Source: an optimization exercise on an open RTL-to-GDS flow (aim: small area, a short achievable clock period and few clock cycles per item). Production flows keep margins and buffers that such runs may drop. Where RTL was checked, it was by simulation tests only, not by an equivalence proof against the original. Power is estimated from default activity; no workload was simulated.

run 1:
// xip_line_cache_ahbl
module xip_line_cache_ahbl #(
  parameter int unsigned NUM_LINES  = 16,
  parameter int unsigned LINE_WORDS = 4,
  parameter int unsigned ADDR_W     = 24
) (
  input  logic        HCLK,
  input  logic        HRESETn,
  input  logic        HSEL,
  input  logic [31:0] HADDR,
  input  logic [1:0]  HTRANS,
  input  logic        HWRITE,
  input  logic        HREADY,
  output logic        HREADYOUT,
  output logic [31:0] HRDATA,
  output logic        HRESP,
  output logic        M_HSEL,
  output logic [31:0] M_HADDR,
  output logic [1:0]  M_HTRANS,
  input  logic        M_HREADY,
  input  logic [31:0] M_HRDATA,
  input  logic        flush
);
  localparam int unsigned OFF_W  = $clog2(LINE_WORDS);
  localparam int unsigned IDX_W  = $clog2(NUM_LINES);
  localparam int unsigned TAG_W  = ADDR_W - OFF_W - IDX_W - 2;
  localparam int unsigned LINE_W = TAG_W + IDX_W;
  logic              accept, rd;
  logic [OFF_W-1:0]  a_word;
  logic [IDX_W-1:0]  a_idx;
  logic [TAG_W-1:0]  a_tag;
  logic [LINE_W-1:0] a_line;
  logic              unused_addr;
  assign unused_addr = ^{HADDR[31:ADDR_W], HADDR[1:0]};
  assign accept = HSEL & ahbl_pkg::htrans_active(HTRANS) & HREADY;
  assign rd     = accept & ~HWRITE;
  ...
make LEC_CHECK=0 ABC_AREA=1 CAP_MARGIN=20 CORE_MARGIN=2 CORE_UTILIZATION=40 CTS_CLUSTER_DIAMETER=60 CTS_CLUSTER_SIZE=24 SETUP_SLACK_MARGIN=3.0 SLEW_MARGIN=20 finish   # period 5.5 ns
run.sh (not shown) runs the stock make flow with config.mk's settings and CLKGATE_MAP_FILE= SYNTH_SCRIPT=/design/flow/synth_recipe.tcl, a recipe that flattens the netlist after the stock synthesis.
Run 1 closes out successfully: all stages finished, all timing, DRC and antenna checks passed.
Testbench counts of run 1, summed over its fixed seeds: cycles 44,339, reads 24,000.
#### Input delta (run 2 over run 1)
- CTS_CLUSTER_SIZE changed from 24 to 30
- ABC_AREA removed (was 1)
- CTS_CLUSTER_DIAMETER changed from 60 to 80
- ABC_CLOCK_PERIOD_IN_PS newly set to 2500
- CORE_UTILIZATION changed from 40 to 30
### Flow results
Of run 2 and run 1, it is run 2 that has the lower final critical-path setup slack. First-pass iteration count of the detailed router: higher on run 2. Diff run 1 -> run 2: global-route usage lower; largest incremental delay on the critical path higher; gate count of the mapped netlist lower; non-clock inverter total of the final layout lower.
Relative to run 2, the following input files were edited for run 3:
- a change of SETUP_SLACK_MARGIN from 3.0 to 2.7
- a change of CTS_CLUSTER_SIZE from 30 to 24
- a change of CTS_CLUSTER_DIAMETER from 80 to 60
- a change of CORE_UTILIZATION from 30 to 40
Results
- Going from run 2 to run 3, die boundary height lower; cell area lower; final critical-path setup slack lower; power density over the cells higher.
- Delta (run 3 minus run 2): post-placement cell count dropped 899; share of cells above drive strength 1 dropped 5.4 points; relative contribution of the clock network to total power climbed 5.5 points; via count of the first global-routing pass dropped 1,121.
- Total power, run 3 and run 2: smaller value in run 2
- Run 3 ended with every stage complete and zero timing, DRC or antenna violations.
- Summary of the comparison: final estimated routing congestion in global placement is higher in run 3, relative to run 2.
- On final core utilization: run 3 sits above run 2.
For run 4, these inputs were changed with respect to run 3:
- swapping 60 for 80 in CTS_CLUSTER_DIAMETER
- swapping 2.7 for 3.0 in SETUP_SLACK_MARGIN
- swapping 24 for 30 in CTS_CLUSTER_SIZE
## What came out
~same sequential power in run 4 and run 3. In the flow results for run 4 and run 3, the minimum setup slack in the final design is smaller on run 3. Comparing run 4 and run 3, the higher biggest cell delay along the critical path is on run 3. Run 4 vs run 3 — routed wire length climbed by a few percent.

xip_line_cache_ahbl, a different RTL version from the one above (not shown whole).
Size: about 5000 cells after synthesis, ~2400 flip-flops, roughly 140 I/O pins, roughly 90000 µm² of cells after synthesis.
make LEC_CHECK=0 CAP_MARGIN=20 CORE_MARGIN=2 CORE_UTILIZATION=40 CTS_CLUSTER_DIAMETER=60 CTS_CLUSTER_SIZE=24 SETUP_SLACK_MARGIN=3.0 SLEW_MARGIN=20 finish   # period 5.5 ns
The baseline passed the timing, DRC and antenna checks.
==> next run, changes <==
CORE_UTILIZATION = 45   (was 40)
CTS_CLUSTER_DIAMETER = 70   (was 60)
CTS_CLUSTER_SIZE = 28   (was 24)
SETUP_SLACK_MARGIN = 2.9   (was 3.0)
Result: Maximum frequency drops by roughly a tenth; first-iteration DRC count drops by a few percent; setup slack loses 280 ps; final area drops slightly; final cell count drops by a few percent; worst hold slack gains 81 ps; global-route usage climbs by 2.8 points; synthesized cell count stays the same; die area drops by roughly a tenth; wire length drops by a few percent.
==> next run, changes <==
ABC_CLOCK_PERIOD_IN_PS = 2500   (was unset)
CORE_UTILIZATION = 40   (was 45)
CTS_CLUSTER_DIAMETER = 80   (was 70)
CTS_CLUSTER_SIZE = 30   (was 28)
SETUP_SLACK_MARGIN = 3.0   (was 2.9)
After rerunning: The new run finished with timing, DRC and antenna clean. Synthesized area is unchanged. Fmax went up by a little under a tenth. Non-clock buffer count drops by 27. Cell area is about the same. Power barely changes. Worst setup slack improves by 250 ps.
Function was not checked in any run of this note: the RTL went through the layout flow alone.

run A:
Another version of the RTL of xip_line_cache_ahbl (not shown whole).
==> flow/config.mk <==
export PLATFORM = sky130hd
export DESIGN_NAME = xip_line_cache_ahbl
export DESIGN_NICKNAME = xip_line_cache_ahbl
export VERILOG_FILES = /design/flow/design.v
export SDC_FILE = /design/flow/constraint.sdc
export NUM_CORES = 4
export LEC_CHECK = 0
export CAP_MARGIN = 0
export CORE_MARGIN = 2
export CORE_UTILIZATION = 40
export CTS_CLUSTER_DIAMETER = 80
export CTS_CLUSTER_SIZE = 30
export SETUP_SLACK_MARGIN = 3.0
export SLEW_MARGIN = 0
==> flow/constraint.sdc <==
create_clock -name core_clock -period 5.5 [get_ports {HCLK}]
set_input_delay 1.1000 -clock core_clock [delete_from_list [all_inputs] [get_ports {HCLK}]]
set_output_delay 1.1000 -clock core_clock [all_outputs]
set_load 0.01 [all_outputs]
Run A was carried through to the last stage, and its layout satisfied the timing, DRC and antenna checks.
Testbench counts of run A, summed over its fixed seeds: cycles 42,421, reads 24,000.
Relative to run A, the following input files were edited for run B:
- a change of SETUP_SLACK_MARGIN from 3.0 to 3.2
- a change of SLEW_MARGIN from 0 to 5
- a change of CAP_MARGIN from 0 to 5
Findings:
Cell area after layout was higher in run B than in run A. Diff run A -> run B: count of clock-buffer cells in the layout shows an increase of 1, arrival time of data at the critical path endpoint grew by 0.31 ns, total wire length after detailed routing grew by about 0.37%, clock power held steady. The global-route usage of run B and that of run A are within noise of each other. The worst setup slack reported for run B is smaller than that of run A by 0.22 ns. Clock insertion delay at the later pin of the skew report across run B and run A: no real change.
Changes in run C relative to run B:
- swapping 3.2 for 3.0 in SETUP_SLACK_MARGIN
### Flow results
Between run B and run C, the number of nets in the layout is higher for run B. Buffer and inverter count on the worst path in run C is 9 below run B. The cell type of the slowest stage on the worst timing path comes out or4b_4 in one run and nor4bb_2 in the other, namely in run B and run C respectively. [compare] base=run B new=run C: routed wire length lower, total combinational power -about 4%, placement-stage cell area was more or less identical, portion of the layout cell area used by clock cells saw a decrease. Compared with run B, run C degrades worst clock skew on the final layout.
[inputs] run D vs run C
- SLEW_MARGIN now 20, was 5
- PLACE_DENSITY now 0.72, previously not set
- CAP_MARGIN now 20, was 5
--- outcome ---
- [run D vs run C] fraction of area in multi-input gates: higher in run D
- Core region area: run C vs run D, no meaningful difference
- Run C ended up with nor4bb_2 as its critical path's slowest cell; run D ended up with nor4_4.
- Diff run C -> run D | number of inserted filler cells in the final layout | decrease of 592
- rdata_q[11] as the worst setup path endpoint was reported by run D, and cur_idx_q[1] by run C.
- Any difference in multi-input gate count between run C and run D is small enough to ignore.
- Run D vs run C on largest stage delay on the critical path: run D is the higher one.
--- input diff run D..run E ---
- changing CORE_UTILIZATION from 40 to 43
- changing SLEW_MARGIN from 20 to 5
- removing PLACE_DENSITY (formerly 0.72)
- changing CAP_MARGIN from 20 to 5
Findings:
~same total area of multi-input combinational cells in run E and run D
Between run E and run D, the difference in total non-filler cell area in the finished layout is negligible.
Across both runs, die span in y was lower for run E than for run D.
Core util | run E vs run D | run E higher
Measured against each other, run E and run D differ in final clock period utilization by the worst path, the lower figure coming from run E.
Number of multi-input combinational cells in the layout across run E and run D: no real change.
Power for run E: 3.6% up relative to run D
Here is what was changed in the inputs of run F compared with run E.
- CORE_UTILIZATION changed from 43 to 40
- CAP_MARGIN changed from 5 to 20
- SLEW_MARGIN changed from 5 to 20
- SETUP_SLACK_MARGIN changed from 3.0 to 2.8
==> comparison <==
[compare] base=run E new=run F: number of buffer and inverter instances along the worst setup path moved down, violation count after the first detailed-routing iteration down 1,243, total wirelength of the detailed-routed design fell by 1.5%, met3 wire length fell 7.3 mm.
Comparing run F and run E, the lower core utilization was measured on run F.
Going from run E to run F, the number of vias per cell was found to have gone down by 2.6%.
Clock-pin slew on the worst setup and hold paths essentially unchanged between run E and run F.
Slowest library cell on the worst path: a22oi_2 -> run E, or4_4 -> run F
Between run E and run F, the flow reports initial antenna violation count increasing by more than a quarter.
According to the power report, total power for run F is lower than for run E.

[what the ideal ports hide]
The flow's constraints put no driver on any port. The routed layouts listed below were extracted and timed again, unchanged, in two steps.
Step 1 (the two cells are an assumption about what drives the block):
set clk [get_ports {HCLK}]
set_driving_cell -lib_cell sky130_fd_sc_hd__clkbuf_16 $clk
set_driving_cell -lib_cell sky130_fd_sc_hd__buf_2 [delete_from_list [all_inputs] $clk]
Step 2, shift: input delay + t, output delay - t, t = (earliest + latest rising clock arrival at the registers) / 2. This alone moves slack from input paths to output paths.
Three values: no drivers, after step 1, after step 2; two values: the first two.
run | shift t [ns] | setup slack, ns | hold slack, ns
run 1 | 0.977 | 2.885 / 2.779 / 1.889 | 0.405 / 0.328 / 0.497
run 2 | 0.875 | 2.632 / 2.502 / 1.627 | 0.444 / 0.388 / 0.510
run 3 | 0.941 | 2.545 / 2.578 / 1.637 | 0.399 / 0.359 / 0.493
run 4 | 0.920 | 2.786 / 2.670 / 1.749 | 0.424 / 0.367 / 0.508
the first run of note 2 | 0.935 | 2.698 / 2.721 / 1.786 | 0.375 / 0.315 / 0.447
the second run of note 2 | 0.907 | 2.417 / 2.417 / 1.663 | 0.456 / 0.391 / 0.469
the third run of note 2 | 0.925 | 2.670 / 2.643 / 1.718 | 0.400 / 0.335 / 0.425
run A | 0.941 | 2.693 / 2.704 / 1.764 | 0.421 / 0.367 / 0.421
run B | 0.920 | 2.471 / 2.522 / 1.602 | 0.411 / 0.334 / 0.457
run C | 0.941 | 2.693 / 2.704 / 1.764 | 0.421 / 0.367 / 0.421
run D | 0.887 | 2.469 / 2.520 / 1.633 | 0.411 / 0.411 / 0.411
run E | 0.901 | 2.697 / 2.702 / 1.801 | 0.428 / 0.380 / 0.428
run F | 0.897 | 2.626 / 2.605 / 1.707 | 0.423 / 0.368 / 0.459
After both steps every run listed still meets setup and hold. The setup slack of run 4, which loses most, moves by -0.116 ns with the drivers and by -1.037 ns with both steps.
